This is an optimization exercise on Yosys and OpenROAD, whose aim is a short achievable clock period and few clock cycles, not a production implementation. The RTL was checked by simulation tests, not by an equivalence proof against the original design. No activity file was given, so power comes from the tool's default toggle rates.

**design/flow/design.v**
```verilog
package isaPkg;
    typedef logic [31:0] wordT;
    typedef logic [4:0] regAddrT;
    typedef enum logic [6:0] {
        OP     = 7'b0110011,
        OP_IMM = 7'b0010011,
        LOAD   = 7'b0000011,
        STORE  = 7'b0100011,
        BRANCH = 7'b1100011
    } opcodeT;
    typedef enum logic [1:0] {
        ALU_ADD,
        ALU_SUB,
        ALU_AND,
        ALU_OR
    } aluOpT;
    localparam logic [2:0] FUNCT3_ADD = 3'b000;
    localparam logic [2:0] FUNCT3_OR  = 3'b110;
    localparam logic [2:0] FUNCT3_AND = 3'b111;
    localparam logic [2:0] FUNCT3_LW  = 3'b010;
    localparam logic [2:0] FUNCT3_SW  = 3'b010;
    localparam logic [2:0] FUNCT3_BEQ = 3'b000;
    localparam logic [6:0] FUNCT7_BASE = 7'b0000000;
    localparam logic [6:0] FUNCT7_SUB  = 7'b0100000;
endpackage
package pipePkg;
    typedef struct packed {
        logic [31:0] pc;
        logic [31:0] instr;
        logic         valid;
    } ifIdT;
    typedef struct packed {
        logic [31:0] pc;
        logic [31:0] rs1Data;
        logic [31:0] rs2Data;
        logic [31:0] imm;
        logic [4:0]      rs1;
        logic [4:0]      rs2;
        logic [4:0]      rd;
        logic [1:0]      aluOp;
        logic            regWrite;
        logic            memRead;
        logic            memWrite;
        logic            branch;
        logic            useImm;
        logic            valid;
    } idExT;
    typedef struct packed {
        logic [31:0] aluResult;
        logic [31:0] storeData;
        logic [4:0]      rd;
        logic            regWrite;
        logic            memRead;
        logic            memWrite;
        logic            valid;
    } exMemT;
    typedef struct packed {
        logic [31:0] result;
        logic [4:0]      rd;
        logic            regWrite;
        logic            valid;
    } memWbT;
    typedef enum logic [1:0] {
        FWD_NONE,
        FWD_WB,
        FWD_MEM
    } fwdSelT;
    typedef struct packed {
        logic [4:0]      rd;
        logic [31:0] data;
    } wbEventT;
    typedef struct packed {
        logic [31:0] addr;
        logic [31:0] data;
    } storeEventT;
endpackage
`timescale 1ns/10ps
module fetchStage #(
    parameter int IMEM_DEPTH = 64
) (
    input  logic          clk,
    input  logic          rstN,
    input  logic          progWe,
    input  isaPkg::wordT  progAddr,
    input  isaPkg::wordT  progData,
    input  logic          stallF,
    input  logic          stallD,
    input  logic          flushD,
    input  logic          branchTaken,
    input  isaPkg::wordT  branchTarget,
    output pipePkg::ifIdT ifId
);
    localparam int IMEM_AW = $clog2(IMEM_DEPTH);
    isaPkg::wordT imem [IMEM_DEPTH];
    isaPkg::wordT pc;
    isaPkg::wordT instr;
    always_ff @(posedge clk) begin
        if (progWe && !rstN) begin
            imem[progAddr[IMEM_AW-1:0]] <= progData;
        end
    end
    assign instr = imem[pc[IMEM_AW+1:2]];
    always_ff @(posedge clk) begin
        if (!rstN) begin
            pc <= '0;
        end else if (branchTaken) begin
            pc <= branchTarget;
        end else if (!stallF) begin
            pc <= pc + 32'd4;
        end
    end
    always_ff @(posedge clk) begin
        if (!rstN || flushD) begin
            ifId.valid <= 1'b0;
        end else if (!stallD) begin
            ifId <= {pc, instr, 1'b1};
        end
    end
endmodule
`timescale 1ns/10ps
module decodeStage (
    input  logic           clk,
    input  logic           rstN,
    input  pipePkg::ifIdT  ifId,
    input  pipePkg::memWbT memWb,
    input  logic           flushE,
    output pipePkg::idExT  idEx
);
    isaPkg::wordT    regs [32];
    isaPkg::opcodeT  opcode;
    logic [2:0]      funct3;
    logic [6:0]      funct7;
    isaPkg::wordT    immI;
    isaPkg::wordT    immS;
    isaPkg::wordT    immB;
    logic            rfWe;
    pipePkg::idExT   idExNext;
    assign opcode = isaPkg::opcodeT'(ifId.instr[6:0]);
    assign funct3 = ifId.instr[14:12];
    assign funct7 = ifId.instr[31:25];
    assign immI = {{20{ifId.instr[31]}}, ifId.instr[31:20]};
    assign immS = {{20{ifId.instr[31]}}, ifId.instr[31:25], ifId.instr[11:7]};
    assign immB = {{19{ifId.instr[31]}}, ifId.instr[31], ifId.instr[7],
                   ifId.instr[30:25], ifId.instr[11:8], 1'b0};
    assign rfWe = memWb.valid && memWb.regWrite && (memWb.rd != '0);
    always_ff @(posedge clk) begin
        if (rfWe) begin
            regs[memWb.rd] <= memWb.result;
        end
    end
    isaPkg::regAddrT rs1Addr;
    isaPkg::regAddrT rs2Addr;
    isaPkg::wordT    rs1Read;
    isaPkg::wordT    rs2Read;
    assign rs1Addr = ifId.instr[19:15];
    assign rs2Addr = ifId.instr[24:20];
    assign rs1Read = (rs1Addr == 5'd0) ? 32'd0 :
                     (rfWe && memWb.rd == rs1Addr) ? memWb.result : regs[rs1Addr];
    assign rs2Read = (rs2Addr == 5'd0) ? 32'd0 :
                     (rfWe && memWb.rd == rs2Addr) ? memWb.result : regs[rs2Addr];
    always_comb begin
        idExNext          = '0;
        idExNext.pc       = ifId.pc;
        idExNext.rs1      = ifId.instr[19:15];
        idExNext.rs2      = ifId.instr[24:20];
        idExNext.rd       = ifId.instr[11:7];
        idExNext.rs1Data  = rs1Read;
        idExNext.rs2Data  = rs2Read;
        idExNext.imm      = immI;
        idExNext.aluOp    = isaPkg::ALU_ADD;
        idExNext.valid    = ifId.valid;
        case (opcode)
            isaPkg::OP: begin
                idExNext.regWrite = 1'b1;
                case ({funct7, funct3})
                    {isaPkg::FUNCT7_BASE, isaPkg::FUNCT3_ADD}: idExNext.aluOp = isaPkg::ALU_ADD;
                    {isaPkg::FUNCT7_SUB, isaPkg::FUNCT3_ADD}:  idExNext.aluOp = isaPkg::ALU_SUB;
                    {isaPkg::FUNCT7_BASE, isaPkg::FUNCT3_AND}: idExNext.aluOp = isaPkg::ALU_AND;
                    {isaPkg::FUNCT7_BASE, isaPkg::FUNCT3_OR}:  idExNext.aluOp = isaPkg::ALU_OR;
                    default: idExNext.regWrite = 1'b0;
                endcase
            end
            isaPkg::OP_IMM: begin
                idExNext.regWrite = (funct3 == isaPkg::FUNCT3_ADD);
                idExNext.useImm   = 1'b1;
            end
            isaPkg::LOAD: begin
                idExNext.regWrite = (funct3 == isaPkg::FUNCT3_LW);
                idExNext.memRead  = (funct3 == isaPkg::FUNCT3_LW);
                idExNext.useImm   = 1'b1;
            end
            isaPkg::STORE: begin
                idExNext.memWrite = (funct3 == isaPkg::FUNCT3_SW);
                idExNext.useImm   = 1'b1;
                idExNext.imm      = immS;
            end
            isaPkg::BRANCH: begin
                idExNext.branch = (funct3 == isaPkg::FUNCT3_BEQ);
                idExNext.imm    = immB;
            end
            default: ;
        endcase
        if (!ifId.valid) begin
            idExNext.regWrite = 1'b0;
            idExNext.memRead  = 1'b0;
            idExNext.memWrite = 1'b0;
            idExNext.branch   = 1'b0;
        end
    end
    always_ff @(posedge clk) begin
        if (!rstN || flushE) begin
            idEx.valid    <= 1'b0;
            idEx.regWrite <= 1'b0;
            idEx.memRead  <= 1'b0;
            idEx.memWrite <= 1'b0;
            idEx.branch   <= 1'b0;
        end else begin
            idEx <= idExNext;
        end
    end
endmodule
`timescale 1ns/10ps
module executeStage (
    input  logic             clk,
    input  logic             rstN,
    input  pipePkg::idExT    idEx,
    input  pipePkg::exMemT   exMem,
    input  pipePkg::memWbT   memWb,
    input  pipePkg::fwdSelT  fwdA,
    input  pipePkg::fwdSelT  fwdB,
    output pipePkg::exMemT   exMemOut,
    output logic             branchTaken,
    output isaPkg::wordT     branchTarget
);
    isaPkg::wordT opA;
    isaPkg::wordT rs2Val;
    isaPkg::wordT opB;
    isaPkg::wordT aluOut;
    function automatic isaPkg::wordT fwdMux(
        input pipePkg::fwdSelT sel,
        input isaPkg::wordT    regVal,
        input isaPkg::wordT    memVal,
        input isaPkg::wordT    wbVal
    );
        case (sel)
            pipePkg::FWD_MEM: fwdMux = memVal;
            pipePkg::FWD_WB:  fwdMux = wbVal;
            default:          fwdMux = regVal;
        endcase
    endfunction
    assign opA    = fwdMux(fwdA, idEx.rs1Data, exMem.aluResult, memWb.result);
    assign rs2Val = fwdMux(fwdB, idEx.rs2Data, exMem.aluResult, memWb.result);
    assign opB    = idEx.useImm ? idEx.imm : rs2Val;
    always_comb begin
        case (idEx.aluOp)
            isaPkg::ALU_SUB: aluOut = opA - opB;
            isaPkg::ALU_AND: aluOut = opA & opB;
            isaPkg::ALU_OR:  aluOut = opA | opB;
            default:         aluOut = opA + opB;
        endcase
    end
    assign branchTaken  = idEx.valid && idEx.branch && (opA == rs2Val);
    assign branchTarget = idEx.pc + idEx.imm;
    always_ff @(posedge clk) begin
        if (!rstN) begin
            exMemOut.valid    <= 1'b0;
            exMemOut.regWrite <= 1'b0;
            exMemOut.memRead  <= 1'b0;
            exMemOut.memWrite <= 1'b0;
        end else begin
            exMemOut.aluResult <= aluOut;
            exMemOut.storeData <= rs2Val;
            exMemOut.rd        <= idEx.rd;
            exMemOut.regWrite  <= idEx.regWrite;
            exMemOut.memRead   <= idEx.memRead;
            exMemOut.memWrite  <= idEx.memWrite;
            exMemOut.valid     <= idEx.valid;
        end
    end
endmodule
`timescale 1ns/10ps
module memoryStage #(
    parameter int DMEM_DEPTH = 64
) (
    input  logic                clk,
    input  logic                rstN,
    input  pipePkg::exMemT      exMem,
    output pipePkg::memWbT      memWb,
    output logic                wbValid,
    output pipePkg::wbEventT    wbEvent,
    output logic                storeValid,
    output pipePkg::storeEventT storeEvent
);
    localparam int DMEM_AW = $clog2(DMEM_DEPTH);
    isaPkg::wordT           dmem [DMEM_DEPTH];
    logic [DMEM_AW-1:0]     wordIdx;
    isaPkg::wordT           loadData;
    assign wordIdx  = exMem.aluResult[DMEM_AW+1:2];
    assign loadData = dmem[wordIdx];
    assign storeValid = exMem.valid && exMem.memWrite;
    assign storeEvent = {exMem.aluResult, exMem.storeData};
    always_ff @(posedge clk) begin
        if (storeValid) begin
            dmem[wordIdx] <= exMem.storeData;
        end
    end
    always_ff @(posedge clk) begin
        if (!rstN) begin
            memWb.valid    <= 1'b0;
            memWb.regWrite <= 1'b0;
        end else begin
            memWb.result   <= exMem.memRead ? loadData : exMem.aluResult;
            memWb.rd       <= exMem.rd;
            memWb.regWrite <= exMem.regWrite;
            memWb.valid    <= exMem.valid;
        end
    end
    assign wbValid = memWb.valid && memWb.regWrite && (memWb.rd != '0);
    assign wbEvent = {memWb.rd, memWb.result};
endmodule
`timescale 1ns/10ps
module hazardUnit (
    input  isaPkg::regAddrT  rs1D,
    input  isaPkg::regAddrT  rs2D,
    input  isaPkg::regAddrT  rs1E,
    input  isaPkg::regAddrT  rs2E,
    input  isaPkg::regAddrT  rdE,
    input  logic             memReadE,
    input  isaPkg::regAddrT  rdM,
    input  logic             regWriteM,
    input  isaPkg::regAddrT  rdW,
    input  logic             regWriteW,
    input  logic             branchTaken,
    output pipePkg::fwdSelT  fwdA,
    output pipePkg::fwdSelT  fwdB,
    output logic             stallF,
    output logic             stallD,
    output logic             flushD,
    output logic             flushE
);
    logic loadUse;
    function automatic pipePkg::fwdSelT pickFwd(input isaPkg::regAddrT rs);
        if (regWriteM && rdM != 5'd0 && rdM == rs) begin
            pickFwd = pipePkg::FWD_MEM;
        end else if (regWriteW && rdW != 5'd0 && rdW == rs) begin
            pickFwd = pipePkg::FWD_WB;
        end else begin
            pickFwd = pipePkg::FWD_NONE;
        end
    endfunction
    assign fwdA = pickFwd(rs1E);
    assign fwdB = pickFwd(rs2E);
    assign loadUse = memReadE && (rdE != '0) && (rdE == rs1D || rdE == rs2D);
    assign stallF = loadUse;
    assign stallD = loadUse;
    assign flushD = branchTaken;
    assign flushE = branchTaken || loadUse;
endmodule
`timescale 1ns/10ps
module rvCore #(
    parameter int IMEM_DEPTH = 64,
    parameter int DMEM_DEPTH = 64
) (
    input  logic                clk,
    input  logic                rstN,
    input  logic                progWe,
    input  logic [31:0]         progAddr,
    input  logic [31:0]         progData,
    output logic                wbValid,
    output logic [36:0]         wbEvent,
    output logic                storeValid,
    output logic [63:0]         storeEvent
);
    pipePkg::ifIdT   ifId;
    pipePkg::idExT   idEx;
    pipePkg::exMemT  exMem;
    pipePkg::memWbT  memWb;
    pipePkg::fwdSelT fwdA;
    pipePkg::fwdSelT fwdB;
    logic            stallF;
    logic            stallD;
    logic            flushD;
    logic            flushE;
    logic            branchTaken;
    isaPkg::wordT    branchTarget;
    fetchStage #(.IMEM_DEPTH(IMEM_DEPTH)) u_fetch (
        .clk, .rstN, .progWe, .progAddr, .progData,
        .stallF, .stallD, .flushD, .branchTaken, .branchTarget,
        .ifId
    );
    decodeStage u_decode (
        .clk, .rstN, .ifId, .memWb, .flushE,
        .idEx
    );
    executeStage u_execute (
        .clk, .rstN, .idEx, .exMem, .memWb, .fwdA, .fwdB,
        .exMemOut(exMem), .branchTaken, .branchTarget
    );
    memoryStage #(.DMEM_DEPTH(DMEM_DEPTH)) u_memory (
        .clk, .rstN, .exMem,
        .memWb, .wbValid, .wbEvent, .storeValid, .storeEvent
    );
    hazardUnit u_hazard (
        .rs1D(ifId.instr[19:15]),
        .rs2D(ifId.instr[24:20]),
        .rs1E(idEx.rs1),
        .rs2E(idEx.rs2),
        .rdE(idEx.rd),
        .memReadE(idEx.memRead),
        .rdM(exMem.rd),
        .regWriteM(exMem.regWrite),
        .rdW(memWb.rd),
        .regWriteW(memWb.regWrite),
        .branchTaken,
        .fwdA, .fwdB, .stallF, .stallD, .flushD, .flushE
    );
endmodule
```
**design/flow/run.sh**
```bash
#!/bin/bash
# synth_recipe.tcl (not shown) runs the flow's synth.tcl, then flattens the netlist and writes it again
# the make line also repeats each setting of config.mk as NAME=value (left out here)
make -C /OpenROAD-flow-scripts/flow DESIGN_CONFIG=/design/flow/config.mk WORK_HOME=/design/flow/orfs CLKGATE_MAP_FILE= SYNTH_SCRIPT=/design/flow/synth_recipe.tcl finish
```
**design/flow/config.mk**
```make
export PLATFORM = sky130hd
export DESIGN_NAME = rvCore
export DESIGN_NICKNAME = rvCore
export VERILOG_FILES = /design/flow/design.v
export SDC_FILE = /design/flow/constraint.sdc
export NUM_CORES = 4
export LEC_CHECK = 0
export CAP_MARGIN = 20
export CORE_MARGIN = 2
export CORE_UTILIZATION = 40
export SLEW_MARGIN = 20
```
**design/flow/constraint.sdc**
```tcl
create_clock -name core_clock -period 8.5 [get_ports {clk}]
set_input_delay 1.7000 -clock core_clock [delete_from_list [all_inputs] [get_ports {clk}]]
set_output_delay 1.7000 -clock core_clock [all_outputs]
set_load 0.01 [all_outputs]
```
==> results.txt <==
## registers in the layout, indices dropped and copies added (netlist names), named ones only
name                count
u_fetch.imem         2048
u_decode.regs        1024
u_fetch.pc              8
u_execute.exMemOut     73
u_memory.memWb         39
u_memory.dmem        2048
u_decode.idEx         108
u_fetch.ifId           41
## logic make-up after synthesis
| group | Yosys count | synth area share |
|---|---|---|
| AO/OA/AOI/OAI | 524 | 0.0162 |
| XOR/XNOR | 137 | 0.00548 |
| adder cells (fa/ha/maj) | 75 | 0.00408 |
| buffers and inverters | 721 | 0.0144 |
| flip-flops | 5395 | 0.738 |
| multiplexers | 2143 | 0.205 |
| other | 1 | 0.0000171 |
| AND/OR/NAND/NOR | 780 | 0.0163 |
## final timing paths
check / slack (ns) / cells after the start / endpoint
max: 0.52 / 24 / u_execute.exMemOut[72]$_DFFE_PP_
min reg2reg: 0.39 / 0 / u_decode.idEx[119]$_DFFE_PN_
max reg2reg: 0.52 / 24 / u_execute.exMemOut[72]$_DFFE_PP_
min: 0.39 / 0 / u_decode.idEx[119]$_DFFE_PN_
## synthesized netlist by cell type (24+ instances only)
library cell,instances,area (um^2)
a31oi_1,30,188
nand2b_1,35,219
mux4_2,1874,42200
nand2_1,194,728
o22ai_1,36,225
o21ai_0,101,505
maj3_1,24,240
xnor2_1,67,587
clkbuf_1,398,1490
mux2i_1,201,2010
nor3_1,47,235
ha_1,49,613
a221oi_1,26,228
edfxtp_1,5369,161000
nand3_1,36,180
buf_1,164,616
mux2_2,68,766
buf_4,107,803
dfxtp_1,26,521
a21oi_1,97,485
o211ai_1,24,180
xor2_1,70,613
nor2_1,338,1270
a211oi_1,81,608
inv_1,34,128
## per-stage QoR
stage	power, W	cells
2_1_floorplan	0.0365	9807
3_3_place_gp	0.0400	16839
3_5_place_dp	0.0402	16839
4_1_cts	0.0641	17846
5_1_grt	0.0654	17851
6_report	0.0636	17865
## layer usage
layer,GRT usage,up-vias
met1,0.305,59143
met3,0.0372,906
li1,-,42668
met4,0.0643,8
met5,0,-
met2,0.339,5061
## critical path: stages (launching register included)
cell,delay [ns]
edfxtp_1,0.38
buf_4,0.20
xnor2_1,0.31
o311a_1,0.83
nand2_1,0.40
buf_4,0.31
mux2i_1,0.31
a211oi_1,0.20
or3b_1,0.43
nor4_4,0.30
a21oi_1,0.14
xor2_1,0.17
nand2_1,0.15
a21boi_0,0.48
ha_1,0.34
nand2_1,0.13
nor3_1,0.40
o21ai_0,0.21
a311oi_1,0.47
o21ai_0,0.27
o21ai_0,0.63
or4_1,0.22
o221ai_1,0.11
a221oi_1,0.29
o21a_1,0.18
## layout by cell type, fill, tap and decap left out, types with 42 or more instances in the layout
| cell type | count |
|---|---|
| edfxtp_1 | 5369 |
| clkdlybuf4s50_1 | 110 |
| clkbuf_1 | 129 |
| mux2_2 | 68 |
| nand2_1 | 193 |
| clkbuf_16 | 569 |
| xnor2_1 | 67 |
| a211oi_1 | 81 |
| bufinv_16 | 42 |
| nor2_1 | 180 |
| buf_4 | 337 |
| nor3_1 | 46 |
| mux2i_1 | 201 |
| o21ai_0 | 100 |
| ha_1 | 49 |
| nor2_4 | 158 |
| a21oi_1 | 97 |
| clkinv_2 | 86 |
| clkinv_1 | 111 |
| mux4_2 | 1874 |
| xor2_1 | 70 |
## report_power, final
part / switching, W / internal [W] / leakage, nW
clock: 0.0103 / 0.0137 / 8.68
combinational: 0.00538 / 0.00398 / 18.6
sequential: 0.000378 / 0.0298 / 48.7
total: 0.0161 / 0.0475 / 76.0
## final cells by class
cell class                 count  area share
multi-input combinational   3691       0.223
clock inverter               305      0.0122
timing repair buffer         488      0.0175
antenna                       15    0.000151
tap                         7234      0.0364
sequential                  5395       0.650
inverter                      35    0.000528
clock buffer                 702      0.0594
==> results.cfg <==
[floorplan]
initial_core_util = 0.402
fp-row-count = 271
boundaryPins = 170
die_w_um = 744
core_area_um2 = 545000
die_h_um = 744
dieArea_um2 = 554000

[yosys]
synthArstFlopShare = 0
synth.distinct_cells = 86
ys.flop_type = edfxtp_1
ys_seq_area_frac = 0.738
synth_enable_flop_cells = 5369
syn_inst = 9776
syn_avg_cell_area_um2 = 22.4
yosysWarnings = 5
ys_seq_elements = 5395
syn-cell-area_um2 = 219000

[clock_tree]
clock_latency_ns = 1.08
post-cts-setup-buffers = 0
tritoncts = yes
cts_buffer_depth = 4
cts_root_buf = clkbuf_16
cts.sinks = 5395
cts_resized = 0
clk_pin_slew_ns = 0.07
cts_buffers = 564
hold_buffers = 0
htree_levels = 6

[detailed_routing]
wl_met3_um = 51800
wl_met1_um = 244000
wl_per_cell_um = 33.6
drt-total-wl_um = 601000
vias_per_cell = 6.03
drc = 0
firstDrtPassIters = 7
drt_iter0_drc = 13719
num_vias = 107786
ant_nets = 0
maxUsedRoutingLayer = met5
wl_met2_um = 285000

[run]
max_cap_viol_count = 0

[hold_path]
hp-class = reg -> reg
min_from = u_fetch.ifId[33]$_DFFE_PP_

[layout]
multiInputGateArea_um2 = 55600
finalNetCount = 10293
nFillCells = 44786
syn_to_final_growth_pct = 13.5
regArea_um2 = 162000
post-route-util = 0.456
final_layout_size_suffix_gt1_frac = 0.312
fin_area_um2 = 249000

[worst_setup_path]
worstSetupPathType = reg -> reg
critPathLaunchType = flop
worstSetupEndpointType = flop
crit_start = u_memory.memWb[4]$_DFFE_PP_
critPathArrivalTime_ns = 8.91
required_ns = 9.43
reg2reg_from = u_memory.memWb[4]$_DFFE_PP_
critical_path.max_fanout = 19

[global_routing]
antenna_found_initial = 40
grt-ovfl-total = 0
grt_max_degree = 146
grt_pass1_wl_um = 841000
grt_pass1_vias = 109678
gr-usage-all-layers = 0.214

[place]
hpwl_um = 330000
io_buffers = 143
dpl-instance-area_um2 = 231000
place_ws_ns = 0.814
place_congestion = 0.874

[sta]
fin_crit_ns = 7.98
post-route-period-util = 0.939
rsz0062_at_grt = no
setup_viol = 0
max_freq_mhz = 125
tightestPinTransition_ns = 1.12
tns_ns = 0
fin_ws_ns = 0.518
worst_clock_skew_ns = 0.0634
finalHoldViolCount = 0
hold_ws_ns = 0.392
slew_violations = 0
slew-limit-headroom = 0.251

[power_and_ir_drop]
leakagePower_nw = 76.0
p_per_area_nw_per_um2 = 256
peakVddDrop_mv = 0.276

[run_status]
status = finished clean
Testbench counts, summed over its fixed seeds: cycles 17,782.

-- what the ideal ports hide --
How much do the figures lean on ideal ports? The routed layout below was timed once more, with nothing changed but the port constraints. Step 1 sets driving cells, clkbuf_16 on the clock port and buf_2 on the other inputs (assumed; they add their load-dependent delay and slew). Step 2 adds t to the input delays and takes it off the output delays; t is the mean of the earliest and latest rising clock arrival at the registers after step 1. Input paths then give back, and output paths get back, about the clock's delay inside the block. a / b / c = no drivers / after step 1 / after step 2; a / b = the first two.
shift t [ns]: 1.169
setup WS [ns]: 0.518 / 0.518 / 0.518
hold WS [ns]: 0.392 / 0.392 / 0.392
worst slew at a driven data input, ns: 0.12
pins driven straight from the clock port: 1
After both steps this run still meets setup and hold. The setup slack of this run moves by 0.000 ns with the drivers and by 0.000 ns with both steps.
